This is an optimization exercise on Yosys and OpenROAD, whose aim is small area, not a production implementation.
Only simulation tests tie the RTL to the original design; equivalence was not proved.
Power and IR drop assume default switching activity.

<file path="config.mk">
export PLATFORM = sky130hd
export DESIGN_NAME = dme_pulse_pair_receiver
export DESIGN_NICKNAME = dme_pulse_pair_receiver
export VERILOG_FILES = /design/flow/design.v
export SDC_FILE = /design/flow/constraint.sdc
export NUM_CORES = 4
export LEC_CHECK = 0
export CAP_MARGIN = 20
export CORE_MARGIN = 2
export CORE_UTILIZATION = 70
export CTS_BUF_LIST = sky130_fd_sc_hd__clkbuf_8
export CTS_CLUSTER_SIZE = 20
export SLEW_MARGIN = 20
</file>
<file path="constraint.sdc">
create_clock -name core_clock -period 10.0 [get_ports {clk}]
set_input_delay 2.0000 -clock core_clock [delete_from_list [all_inputs] [get_ports {clk}]]
set_output_delay 2.0000 -clock core_clock [all_outputs]
set_load 0.01 [all_outputs]
</file>
<file path="design.v">
package dme_pkg;
  typedef enum logic [1:0] {IDLE, ARMED, PAIR} state_e;
  localparam logic MODE_X = 1'b0;
  localparam logic MODE_Y = 1'b1;
  localparam int DEF_SPACING_X   = 12;
  localparam int DEF_SPACING_Y   = 36;
  localparam int DEF_SPACING_TOL = 1;
  localparam int DEF_TIMEOUT     = 4095;
endpackage
module dme_moving_average #(
  parameter int ADC_W    = 12,
  parameter int AVG_LOG2 = 7,
  parameter int EN_DIV   = 100
) (
  input  logic             clk,
  input  logic             reset,
  input  logic             en,
  input  logic [ADC_W-1:0] in,
  output logic [ADC_W-1:0] out
);
  localparam int DEPTH = 1 << AVG_LOG2;
  localparam int SUM_W = ADC_W + AVG_LOG2;
  logic [ADC_W-1:0] oldest;
  logic [SUM_W-1:0] sum_q, sum_d;
  logic [AVG_LOG2:0] fill_q;
  generate
    if (ADC_W == 12 && AVG_LOG2 == 7 && EN_DIV == 100) begin : g_ring
      localparam int L = 1536;
      logic [L-1:0] ring_q;
      for (genvar p = 0; p < L; p++) begin : g_pos
        if (p % 512 < 4) begin : g_wr
          always_ff @(posedge clk)
            ring_q[p] <= en ? in[(p / 512) * 4 + p % 512] : ring_q[(p + L - 1) % L];
        end else begin : g_sh
          always_ff @(posedge clk) ring_q[p] <= ring_q[p - 1];
        end
      end
      for (genvar b = 0; b < ADC_W; b++) begin : g_tap
        assign oldest[b] = ring_q[((b / 4) * 512 + b % 4 + 511) % L];
      end
    end else begin : g_shift
      logic [DEPTH-1:0][ADC_W-1:0] win_q;
      always_ff @(posedge clk)
        if (en) win_q <= {win_q[DEPTH-2:0], in};
      assign oldest = win_q[DEPTH-1];
    end
  endgenerate
  assign sum_d = sum_q + SUM_W'(in) - (fill_q[AVG_LOG2] ? SUM_W'(oldest) : '0);
  assign out   = sum_q[SUM_W-1:AVG_LOG2];
  always_ff @(posedge clk) begin
    if (reset) begin
      sum_q  <= '0;
      fill_q <= '0;
    end else if (en) begin
      sum_q <= sum_d;
      if (!fill_q[AVG_LOG2]) fill_q <= fill_q + 1'b1;
    end
  end
endmodule
module dme_pulse_pair_receiver #(
  parameter int CLK_DIV     = 100,
  parameter int ADC_W       = 12,
  parameter int AVG_LOG2    = 7,
  parameter int SPACING_X   = dme_pkg::DEF_SPACING_X,
  parameter int SPACING_Y   = dme_pkg::DEF_SPACING_Y,
  parameter int SPACING_TOL = dme_pkg::DEF_SPACING_TOL,
  parameter int TIMEOUT     = dme_pkg::DEF_TIMEOUT,
  parameter int CNT_W       = 32
) (
  input  logic             clk,
  input  logic             reset,
  input  logic             start,
  input  logic             mode,
  input  logic [ADC_W-1:0] threshold,
  input  logic [ADC_W-1:0] adc_signal,
  output logic             busy,
  output logic [CNT_W-1:0] p1,
  output logic             valid,
  output logic             timeout,
  output logic [ADC_W-1:0] env
);
  localparam int DIV_W = (CLK_DIV > 1) ? $clog2(CLK_DIV) : 1;
  localparam int EL_W  = $clog2(TIMEOUT + 1);
  localparam int MAX_S = (SPACING_Y > SPACING_X) ? SPACING_Y : SPACING_X;
  localparam int D_W   = $clog2(MAX_S + SPACING_TOL + 3);
  localparam logic [D_W-1:0] LO_X = D_W'(SPACING_X - SPACING_TOL);
  localparam logic [D_W-1:0] HI_X = D_W'(SPACING_X + SPACING_TOL);
  localparam logic [D_W-1:0] LO_Y = D_W'(SPACING_Y - SPACING_TOL);
  localparam logic [D_W-1:0] HI_Y = D_W'(SPACING_Y + SPACING_TOL);
  localparam logic [EL_W-1:0] TMO = EL_W'(TIMEOUT);
  dme_pkg::state_e  state_q;
  logic [DIV_W-1:0] div_q;
  logic             se, hit, edge_ev, above_q, mode_q;
  logic [EL_W-1:0]  elapsed_q, p1_q;
  logic [D_W-1:0]   d_q, s_lo, s_hi;
  logic             valid_q, timeout_q;
  logic             in_win, tmo_hit;
  dme_moving_average #(.ADC_W(ADC_W), .AVG_LOG2(AVG_LOG2), .EN_DIV(CLK_DIV)) u_avg (
    .clk   (clk),
    .reset (reset),
    .en    (se),
    .in    (adc_signal),
    .out   (env)
  );
  assign se      = (div_q == DIV_W'(CLK_DIV - 1));
  assign hit     = (env >= threshold);
  assign edge_ev = hit & ~above_q;
  assign s_lo    = (mode_q == dme_pkg::MODE_Y) ? LO_Y : LO_X;
  assign s_hi    = (mode_q == dme_pkg::MODE_Y) ? HI_Y : HI_X;
  assign in_win  = (d_q >= s_lo) && (d_q <= s_hi);
  assign tmo_hit = (elapsed_q == TMO);
  assign busy    = (state_q != dme_pkg::IDLE);
  assign p1      = CNT_W'(p1_q);
  assign valid   = valid_q;
  assign timeout = timeout_q;
  always_ff @(posedge clk) begin
    if (reset) begin
      div_q   <= '0;
      above_q <= 1'b0;
    end else begin
      div_q <= se ? '0 : div_q + DIV_W'(1);
      if (se) above_q <= hit;
    end
  end
  always_ff @(posedge clk)
    if (se) d_q <= edge_ev ? D_W'(1) : d_q + D_W'(1);
  always_ff @(posedge clk) begin
    if (reset) begin
      state_q   <= dme_pkg::IDLE;
      p1_q      <= '0;
      valid_q   <= 1'b0;
      timeout_q <= 1'b0;
    end else begin
      valid_q   <= 1'b0;
      timeout_q <= 1'b0;
      unique case (state_q)
        dme_pkg::IDLE: if (start) begin
          state_q   <= dme_pkg::ARMED;
          mode_q    <= mode;
          elapsed_q <= '0;
        end
        dme_pkg::ARMED: if (se) begin
          elapsed_q <= elapsed_q + EL_W'(1);
          if (tmo_hit) begin
            timeout_q <= 1'b1;
            state_q   <= dme_pkg::IDLE;
          end else if (edge_ev) begin
            state_q <= dme_pkg::PAIR;
          end
        end
        dme_pkg::PAIR: if (se) begin
          elapsed_q <= elapsed_q + EL_W'(1);
          if (edge_ev && in_win) begin
            p1_q    <= elapsed_q - EL_W'(d_q);
            valid_q <= 1'b1;
            state_q <= dme_pkg::IDLE;
          end else if (tmo_hit) begin
            timeout_q <= 1'b1;
            state_q   <= dme_pkg::IDLE;
          end else if (!edge_ev && d_q > s_hi) begin
            state_q <= dme_pkg::ARMED;
          end
        end
        default: state_q <= dme_pkg::IDLE;
      endcase
    end
  end
endmodule
</file>
<file path="run.sh">
#!/bin/bash
# synth_recipe.tcl (not shown) runs the flow's synth.tcl, then flattens the netlist and writes it again
# the make line also repeats each setting of config.mk as NAME=value (left out here)
make -C /OpenROAD-flow-scripts/flow DESIGN_CONFIG=/design/flow/config.mk WORK_HOME=/design/flow/orfs CLKGATE_MAP_FILE= SYNTH_SCRIPT=/design/flow/synth_recipe.tcl finish
</file>
==> results of run 1 <==
-- worst paths after layout --
path | from | end | slack [ns]
worst min register to register | u_avg.g_ring.ring_q[1089] | u_avg.g_ring.ring_q[1090] | 0.32
worst max register to register | u_avg.fill_q[7] | u_avg.sum_q[16] | 6.83
worst min-delay path | u_avg.g_ring.ring_q[1089] | u_avg.g_ring.ring_q[1090] | 0.32
worst max-delay path | adc_signal[6] | u_avg.sum_q[15] | 5.63
-- power groups by stage --
stage               clock (W)  combinational [W]  sequential, W
finish                0.00470           0.000245        0.00647
global route          0.00509           0.000277        0.00647
CTS                   0.00483           0.000246        0.00647
detailed placement          0           0.000243        0.00661
global placement            0           0.000235        0.00661
floorplan                   0           0.000191        0.00660
-- area by class of cell --
type                            count  area, µm²
Sequential cell                  1606      32300
Fill cell                        2437       9580
Clock buffer                      266       3660
Multi-Input combinational cell    466       3280
Tap cell                          680        851
Timing Repair Buffer               58        586
Clock inverter                    106        576
Inverter                           86        323
Antenna cell                        1       2.50
-- per-layer routing --
layer / vias to the layer above / track usage / wire [µm]
met3: 83 / 0.0582 / 1960
met4: 0 / 0.0750 / 1020
met5: - / 0 / 0
met1: 6973 / 0.264 / 23400
li1: 7400 / - / -
met2: 229 / 0.286 / 21700
-- cell families after synthesis --
family | after synthesis
compound gates | 116
xor+xnor | 44
fa+ha+maj | 62
buf+inv | 140
flops | 1606
mux | 11
other cells | 1
simple gates | 213
-- worst reg2reg max path, stage by stage, from the launching register on --
cell and delay [ns]:
dfxtp_1 0.59, and2_1 0.22, fa_1 0.46, fa_1 0.45, nor2b_1 0.22, o21bai_1 0.12, a31oi_1 0.32, o21ai_0 0.22
o21ai_0 0.23, xnor2_1 0.14, o22ai_1 0.09
-- through the flow --
step | worst slack, ns | instances | hold WS, ns | power, W
2_1_floorplan | 5.18 | 2212 | 0.310 | 0.00679
3_3_place_gp | 4.82 | 2895 | 0.312 | 0.00684
3_5_place_dp | 4.74 | 2895 | 0.312 | 0.00685
4_1_cts | 5.65 | 3267 | 0.313 | 0.0115
5_1_grt | 5.43 | 3268 | 0.317 | 0.0118
6_report | 5.63 | 3269 | 0.315 | 0.0114
-- layout by cell type (no fill, tap or decap), types with 13 or more instances in the layout --
| master | count |
|---|---|
| a21oi_1 | 25 |
| and2_1 | 24 |
| clkbuf_8 | 266 |
| clkdlybuf4s50_1 | 53 |
| clkinv_2 | 14 |
| conb_1 | 20 |
| dfxtp_1 | 1587 |
| edfxtp_1 | 19 |
| fa_1 | 13 |
| ha_1 | 49 |
| inv_1 | 158 |
| nand2_1 | 54 |
| nand3_1 | 18 |
| nor2_1 | 56 |
| o21ai_0 | 30 |
| xnor2_1 | 26 |
| xor2_1 | 18 |
-- registers in the layout (all words and copies together) (netlist names) --
signal and count:
u_avg.g_ring.ring_q 1536, u_avg.sum_q 19, elapsed_q 12, p1_q 12, u_avg.fill_q 8, div_q 7
d_q 6, state_q 2, above_q 1, mode_q 1, timeout_q 1, valid_q 1
==> out/metrics.cfg, run 1 <==
[status]
outcome=complete, no violations

[floorplanning]
dieWidth_um=231
core.rowCount=83
die-area_um2=53600
floorplan.core_area_um2=51200
floorplan.initialDensity=0.707
die_height_um=231
design.portCount=75

[sta]
slew-limit-headroom=0.456
fin_crit_ns=4.37
unrepaired_setup_endpoints_after_global_routing=false
timing.final.max_slew_violations=0
hold_viol_final=0
highest_clock_frequency_the_design_can_meet_ghz=0.229
clock-skew-final_ns=0.0239
setup-violations-final=0
worst_slew_pin_slew_ns=0.816
period_share=0.437
aggregate_negative_setup_slack_ns=0

[placement]
place.detailed.hpwl_um=21600
placement.io_buffers=54
globalplace.congestion=0.810
detailed_place.area_um2=37300

[yosys]
synthesis.area_um2=36200
yosysSeqAreaShare=0.893
avgSynthCellArea_um2=16.5
synth_adder_area_share=0.0241
synth-compound-area-share=0.0214
yosys_most_used_dff=dfxtp_1
largest_cells_by_area_after_synthesis=dfxtp_1, ha_1, edfxtp_1
syn-instance-count=2193
synth_common_cells=dfxtp_1, inv_1, nor2_1
synth.ff_latch_count=1606
yosysWarnings=2
yosys.cell_count.top_type=dfxtp_1
synth_simple_gate_area_frac=0.0291
ys_async_sr_fraction=0
synth_top_family_by_area=simple AND/OR/NAND/NOR gates
synth_xor_xnor_area_share=0.0106
synth_mux_area_frac=0.00304
post-synth-top-area-cell=dfxtp_1
synth.top_cell.area_share=0.877
synth_cell_types=62
synth_enable_flop_cells=19

[setup_path]
timing.critical_path.from_type=input pin
cpLargestDelayFamily=compound AO/OA/AOI/OAI gates
required_time_reported_for_the_critical_path_endpoint_ns=10.66
end_kind=register
crit_arrival_ns=5.02
worstSetupPathType=in2reg
crit_slowest_cell=fa_1
max_stage_delay_ns=0.54
biggest_fanout_along_the_worst_timing_path=8
r2r_cells=10
crit_buf_inv=3
path_cells=clkdlybuf4s50_1 -> inv_1 -> fa_1 -> inv_1 -> ha_1 -> a21o_1 -> a21oi_1 -> nor3b_1 -> a21oi_1 -> a41oi_1 -> mux2i_1 -> o311ai_0
critical_path_cell_count=12

[pwr]
pwr-share-comb=0.021
netSwitchingPower_w=0.00242
powerDensity_nw_per_um2=274
sw_frac_of_total=0.212
power.leakage_nw=17.3
internal_power_w=0.00899
power.clock.fraction=0.412
relative_contribution_of_sequential_cells_to_total_power=0.567
max-vdd-ir-drop_mv=0.230

[clock_tree]
cts_buffers=206
holdBufCountCts=0
post_cts.repair.setup_buffers=0
clock_latency_ns=0.81
clk_pin_slew_ns=0.07
clkSinkCount=1606
tritoncts=yes
cts-root-buf=clkbuf_8
clockBufferDepth=3
cts_resized=0
cts.htree.levels=4

[route]
dr.pass1.iters=4
vias_per_cell=4.49
route.detailed.drc=0
antenna_violating_nets_post_route=0
num_vias=14700
detail_route.wl_per_cell_um=14.7
detail_route.wirelength_um=48000
first_iter_violations=687

[layout]
area_growth_syn_to_layout_pct=14.9
post-route-util=0.813
num-nets-final=2514
stdcell_area_um2=41600
drive_above_1_share=0.122

[global_route]
grtUsageTotal=0.191
antenna_found_initial=0
pin_count_of_the_biggest_net_entering_global_routing=55
wire_length_of_the_first_global_routing_pass_um=81400
first_global_vias=16000
overflow=0

[run]
cap_viol_max_count=0

[worst_hold_path]
hold_path_class=reg2reg
worstHoldPathCells=0

==> inputs of run 2 (changes only) <==
--- a/config.mk
+++ b/config.mk
@@ -9,5 +9,5 @@
 export CORE_MARGIN = 2
 export CORE_UTILIZATION = 70
-export CTS_BUF_LIST = sky130_fd_sc_hd__clkbuf_8
-export CTS_CLUSTER_SIZE = 20
+export CTS_CLUSTER_DIAMETER = 60
+export CTS_CLUSTER_SIZE = 30
 export SLEW_MARGIN = 20
==> out/metrics.cfg, run 2 <==
[route]
detail_route.wl_per_cell_um=15.9
first_iter_violations=752
dr.pass1.iters=7
vias_per_cell=4.61
antenna_violating_nets_post_route=0
route.detailed.drc=0
num_vias=13700
detail_route.wirelength_um=47500

[floorplanning]
core.rowCount=83
floorplan.core_area_um2=51200
design.portCount=75
dieWidth_um=231
die_height_um=231
die-area_um2=53600
floorplan.initialDensity=0.707

[sta]
unrepaired_setup_endpoints_after_global_routing=false
fin_crit_ns=4.55
setup-violations-final=0
worst_slew_pin_slew_ns=0.814
whs_ns=0.323
period_share=0.455
highest_clock_frequency_the_design_can_meet_ghz=0.220
worst_slack_ns=5.45
clock-skew-final_ns=0.0241
hold_viol_final=0
slew-limit-headroom=0.457
timing.final.max_slew_violations=0
aggregate_negative_setup_slack_ns=0

[global_route]
pin_count_of_the_biggest_net_entering_global_routing=55
antenna_found_initial=0
wire_length_of_the_first_global_routing_pass_um=78500
first_global_vias=14600
grtUsageTotal=0.185
overflow=0

[yosys]
synth_cell_types=62
yosysWarnings=2
synth_enable_flop_cells=19
yosys_most_used_dff=dfxtp_1
ys_async_sr_fraction=0
synth_common_cells=dfxtp_1, inv_1, nor2_1
yosys.cell_count.top_type=dfxtp_1
synthesis.area_um2=36200
yosysSeqAreaShare=0.893
syn-instance-count=2193
post-synth-top-area-cell=dfxtp_1
avgSynthCellArea_um2=16.5
synth.ff_latch_count=1606
largest_cells_by_area_after_synthesis=dfxtp_1, ha_1, edfxtp_1
synth.top_cell.area_share=0.877

[pwr]
power.leakage_nw=15.8
max-vdd-ir-drop_mv=0.202
powerDensity_nw_per_um2=252

[layout]
num-nets-final=2374
stdcell_area_um2=39300
drive_above_1_share=0.0422
largestRegisters=u_avg.g_ring.ring_q: 1536 flops, u_avg.sum_q: 19 flops
most-common-layout-cells=dfxtp_1, inv_1, clkbuf_16
largest_register_by_flop_count=u_avg.g_ring.ring_q
layout_commonest_cell=dfxtp_1
post-route-util=0.767
num_antenna_cells=0
largest_register_ffs=1536
area_growth_syn_to_layout_pct=8.49

[clock_tree]
cts_resized=0
post_cts.repair.setup_buffers=0
cts_buffers=67
clk_pin_slew_ns=0.10
clockBufferDepth=3
tritoncts=yes
holdBufCountCts=0
clock_latency_ns=0.61
clkSinkCount=1606
cts-root-buf=clkbuf_16
cts.htree.levels=3

[setup_path]
crit_arrival_ns=5.01
crit_buf_inv=3
crit_slowest_cell=fa_1
required_time_reported_for_the_critical_path_endpoint_ns=10.46
worstSetupPathType=in2reg
path_cells=clkdlybuf4s50_1 -> inv_1 -> fa_1 -> inv_1 -> ha_1 -> a21o_1 -> a21oi_1 -> nor3b_1 -> a21oi_1 -> a41oi_1 -> mux2i_1 -> o311ai_0
max_stage_delay_ns=0.54
cpLargestDelayFamily=compound AO/OA/AOI/OAI gates
biggest_fanout_along_the_worst_timing_path=8
timing.critical_path.from_type=input pin
end_kind=register

[placement]
globalplace.congestion=0.810
dp_slack_ns=4.74
placement.io_buffers=54
detailed_place.area_um2=37300
place.detailed.hpwl_um=21600

[run]
cap_viol_max_count=0

[status]
outcome=complete, no violations

[worst_hold_path]
hold_path_class=reg2reg

run 2: cell types whose count changed in the layout (fill, tap and decap cells not counted), moves of 2 or more:
cell,change
clkinv_2,-14
clkinv_1,-2
inv_1,-73
inv_16,+2
clkinv_16,+2
clkbuf_8,-266
clkinvlp_4,-7
clkbuf_16,+69
run 2: stage by stage:
stage	power [W]	instances
floorplan	0.00679	2212
global placement	0.00684	2895
CTS	0.00995	2976
global route	0.0102	2976
finish	0.00988	2976
detailed placement	0.00685	2895
run 2: report_power, final:
group | internal, W | switching, W
clock | 0.00132 | 0.00186
combinational | 0.000107 | 0.000138
sequential | 0.00644 | 0.0000272
total | 0.00786 | 0.00202
run 2: final timing paths:
kind,cells after the start,start,to,slack (ns)
min,0,u_avg.g_ring.ring_q[1528],u_avg.g_ring.ring_q[1529],0.32
min reg2reg,0,u_avg.g_ring.ring_q[1528],u_avg.g_ring.ring_q[1529],0.32
max reg2reg,13,u_avg.fill_q[7],u_avg.sum_q[16],6.81
max,12,adc_signal[6],u_avg.sum_q[15],5.45
run 2: cell type report:
class | instances | area, µm²
multi-input combinational | 466 | 3280
tap | 680 | 851
inverter | 86 | 323
clock inverter | 11 | 204
sequential | 1606 | 32300
timing repair buffer | 57 | 558
clock buffer | 70 | 1730
fill | 2702 | 11900
run 2: metal layers:
layer	track usage	share of wire	wire length, µm	up-vias
met2	0.290	0.45	21500	184
li1	-	-	-	6988
met4	0.0573	0.018	877	0
met1	0.268	0.49	23300	6463
met3	0.0316	0.036	1720	71
met5	0	0	0	-
run 2: logic make-up (layout without fill, tap and decap cells):
logic type,Yosys count,in the layout,synth area share
mux,11,11,0.00304
compound gates,116,116,0.0214
simple gates,213,213,0.0291
xor+xnor,44,44,0.0106
buf+inv,140,224,0.0185
fa+ha+maj,62,62,0.0241
flops,1606,1606,0.893
other cells,1,20,0.000104
==> inputs of run 3 (changes only) <==
--- a/config.mk
+++ b/config.mk
@@ -8,6 +8,4 @@
 export CAP_MARGIN = 20
 export CORE_MARGIN = 2
-export CORE_UTILIZATION = 70
-export CTS_CLUSTER_DIAMETER = 60
-export CTS_CLUSTER_SIZE = 30
+export CORE_UTILIZATION = 40
 export SLEW_MARGIN = 20
==> out/metrics.cfg, run 3 <==
[clock_tree]
holdBufCountCts=0
tritoncts=yes
cts.htree.levels=4
cts_resized=0
clk_pin_slew_ns=0.06
clock_latency_ns=0.70
post_cts.repair.setup_buffers=0
cts_buffers=146
clkSinkCount=1606
clockBufferDepth=3
cts-root-buf=clkbuf_16

[worst_hold_path]
worstHoldPathCells=0
hold_path_end=u_avg.g_ring.ring_q[575]
timing.hold.worst.start=u_avg.g_ring.ring_q[574]
hold_path_class=reg2reg

[pwr]
netSwitchingPower_w=0.00243
relative_contribution_of_sequential_cells_to_total_power=0.528
pwr-share-comb=0.020
sw_frac_of_total=0.198
power.leakage_nw=17.3
internal_power_w=0.00984
max-vdd-ir-drop_mv=0.129
report.power.total_w=0.0123
power.clock.fraction=0.452
powerDensity_nw_per_um2=286

[floorplanning]
design.portCount=75
core.rowCount=110
dieWidth_um=305
die_height_um=305
floorplan.core_area_um2=89900
die-area_um2=92900
floorplan.initialDensity=0.403

[yosys]
synth_common_cells=dfxtp_1, inv_1, nor2_1
syn-instance-count=2193
synth.top_cell.area_share=0.877
synth.ff_latch_count=1606
synthesis.area_um2=36200
synth_enable_flop_cells=19
avgSynthCellArea_um2=16.5
yosys.cell_count.top_type=dfxtp_1
yosysWarnings=2
synth_cell_types=62
largest_cells_by_area_after_synthesis=dfxtp_1, ha_1, edfxtp_1
yosys_most_used_dff=dfxtp_1
ys_async_sr_fraction=0
yosysSeqAreaShare=0.893
post-synth-top-area-cell=dfxtp_1

[sta]
timing.final.max_slew_violations=0
unrepaired_setup_endpoints_after_global_routing=false
fin_crit_ns=4.46
hold_viol_final=0
aggregate_negative_setup_slack_ns=0
clock-skew-final_ns=0.0189
worst_slew_pin_slew_ns=0.877
setup-violations-final=0
slew-limit-headroom=0.415
period_share=0.446
highest_clock_frequency_the_design_can_meet_ghz=0.224

[route]
detail_route.wirelength_um=44400
num_vias=14300
first_iter_violations=562
route.detailed.drc=0
dr.pass1.iters=4
vias_per_cell=3.91
antenna_violating_nets_post_route=0
detail_route.wl_per_cell_um=12.2

[setup_path]
r2r-start=u_avg.fill_q[7]
crit_arrival_ns=5.01
max_stage_delay_ns=0.78
rr_endpoint=u_avg.sum_q[16]
end_kind=register
timing.critical_path.from_type=input pin
worstSetupPathType=in2reg
biggest_fanout_along_the_worst_timing_path=15
path_cells=clkdlybuf4s50_1 -> inv_1 -> ha_1 -> and4_1 -> o2111ai_1 -> o31a_1 -> a211oi_2 -> and3_1 -> mux2i_1 -> nor2_1
r2r_cells=10
reg2reg_slack_ns=6.70
required_time_reported_for_the_critical_path_endpoint_ns=10.56
crit_slowest_cell=and3_1

[placement]
place.detailed.instances=3390
placement.io_buffers=54
place.detailed.hpwl_um=22900
globalplace.congestion=0.759

[global_route]
overflow=0
antenna_found_initial=0
pin_count_of_the_biggest_net_entering_global_routing=55
grtUsageTotal=0.0995
first_global_vias=15200
wire_length_of_the_first_global_routing_pass_um=76100

[layout]
most-common-layout-cells=dfxtp_1, clkbuf_16, inv_1
drive_above_1_share=0.0994
largest_register_ffs=1536
num_antenna_cells=0
fillCellCount=7471
largestRegisters=u_avg.g_ring.ring_q: 1536 flops, u_avg.sum_q: 19 flops
area_growth_syn_to_layout_pct=18.6
largest_register_by_flop_count=u_avg.g_ring.ring_q
layout_commonest_cell=dfxtp_1
num-nets-final=2452
layout.cells.non_filler=3650

[status]
outcome=complete, no violations

[run]
cap_viol_max_count=0

[run 3: power by group through the flow]
stage / Sequential (W) / Clock [W] / Combinational, W
after floorplan: 0.00660 / 0 / 0.000191
after global placement: 0.00661 / 0 / 0.000244
after detailed placement: 0.00661 / 0 / 0.000246
after CTS: 0.00647 / 0.00571 / 0.000249
after global routing: 0.00647 / 0.00597 / 0.000283
final: 0.00647 / 0.00554 / 0.000246
[run 3: metal layers]
metal	GRT usage	part of all wire
met2	0.137	0.40
met3	0.0336	0.048
met1	0.138	0.52
met5	0	0
met4	0.0501	0.033
[run 3: metrics by stage]
stage | util | instance area [µm²] | hold slack, ns | setup slack [ns]
floorplan | - | 36300 | 0.310 | 5.18
global placement | 0.422 | 38000 | 0.313 | 4.88
detailed placement | 0.422 | 38000 | 0.312 | 4.76
CTS | 0.478 | 42900 | 0.304 | 5.57
global route | 0.478 | 42900 | 0.316 | 5.37
finish | 0.478 | 42900 | 0.311 | 5.54
[run 3: worst max-delay path by stage]
| stage | startpoint | slack, ns | cells after the start | end |
|---|---|---|---|---|
| 6_report | threshold[11] | 5.54 | 10 | p1_q[9] |
| 5_1_grt | adc_signal[6] | 5.37 | 12 | u_avg.sum_q[15] |
| 4_1_cts | threshold[11] | 5.57 | 10 | p1_q[9] |
| 3_5_place_dp | threshold[11] | 4.76 | 10 | p1_q[5] |
| 3_3_place_gp | threshold[11] | 4.88 | 10 | p1_q[9] |
| 2_1_floorplan | reset | 5.18 | 3 | elapsed_q[0] |
[run 3: logic make-up after synthesis]
logic type | after synthesis | share of synthesized area
flops | 1606 | 0.893
simple gates | 213 | 0.0291
buf+inv | 140 | 0.0185
compound gates | 116 | 0.0214
fa+ha+maj | 62 | 0.0241
xor+xnor | 44 | 0.0106
mux | 11 | 0.00304
other cells | 1 | 0.000104
[run 3: area by class of cell]
class	count	area (µm²)	area share
Sequential cell	1606	32300	0.753
Multi-Input combinational cell	466	3280	0.0763
Inverter	86	323	0.00752
Timing Repair Buffer	56	553	0.0129
Clock inverter	50	638	0.0149
Clock buffer	210	4320	0.101
Tap cell	1176	1470	0.0343
[run 3: worst max-delay path, delay by kind of cell]
family                   cells  cell delay, ns
AO/OA/AOI/OAI                3            0.83
buffers and inverters        2            0.50
adder cells (fa/ha/maj)      1            0.30
AND/OR/NAND/NOR              3            1.10
multiplexers                 1            0.26

-- what the ideal ports hide --
The flow's constraints put no driver on any port. The routed layouts listed below were extracted and timed again, unchanged, in two steps.
Step 1: set_driving_cell puts a clkbuf_16 on clk and a buf_2 on each other input, an assumption about the parent block.
Step 2 times the ports against the registers' clock, not the clock port: input delays grow and output delays shrink by t, the midpoint of the rising clock arrivals with the driver on.
a / b / c = no drivers / after step 1 / after step 2; a / b = the first two.
| run | t, ns | setup slack, ns | worst setup path after step 2 | clock arrival spread, ns | slew at the worst register clock pin (ns) |
|---|---|---|---|---|---|
| run 1 | 0.857 | 5.635 / 5.649 / 4.792 | input to register | 0.032 / 0.032 | 0.08 / 0.08 |
| run 2 | 0.663 | 5.449 / 5.470 / 4.808 | input to register | 0.029 / 0.029 | 0.11 / 0.11 |
| run 3 | 0.749 | 5.544 / 5.573 / 4.824 | input to register | 0.025 / 0.026 | 0.06 / 0.06 |
After both steps every run listed still meets setup and hold. The setup slack of run 1, which loses most, moves by +0.014 ns with the drivers and by -0.843 ns with both steps.
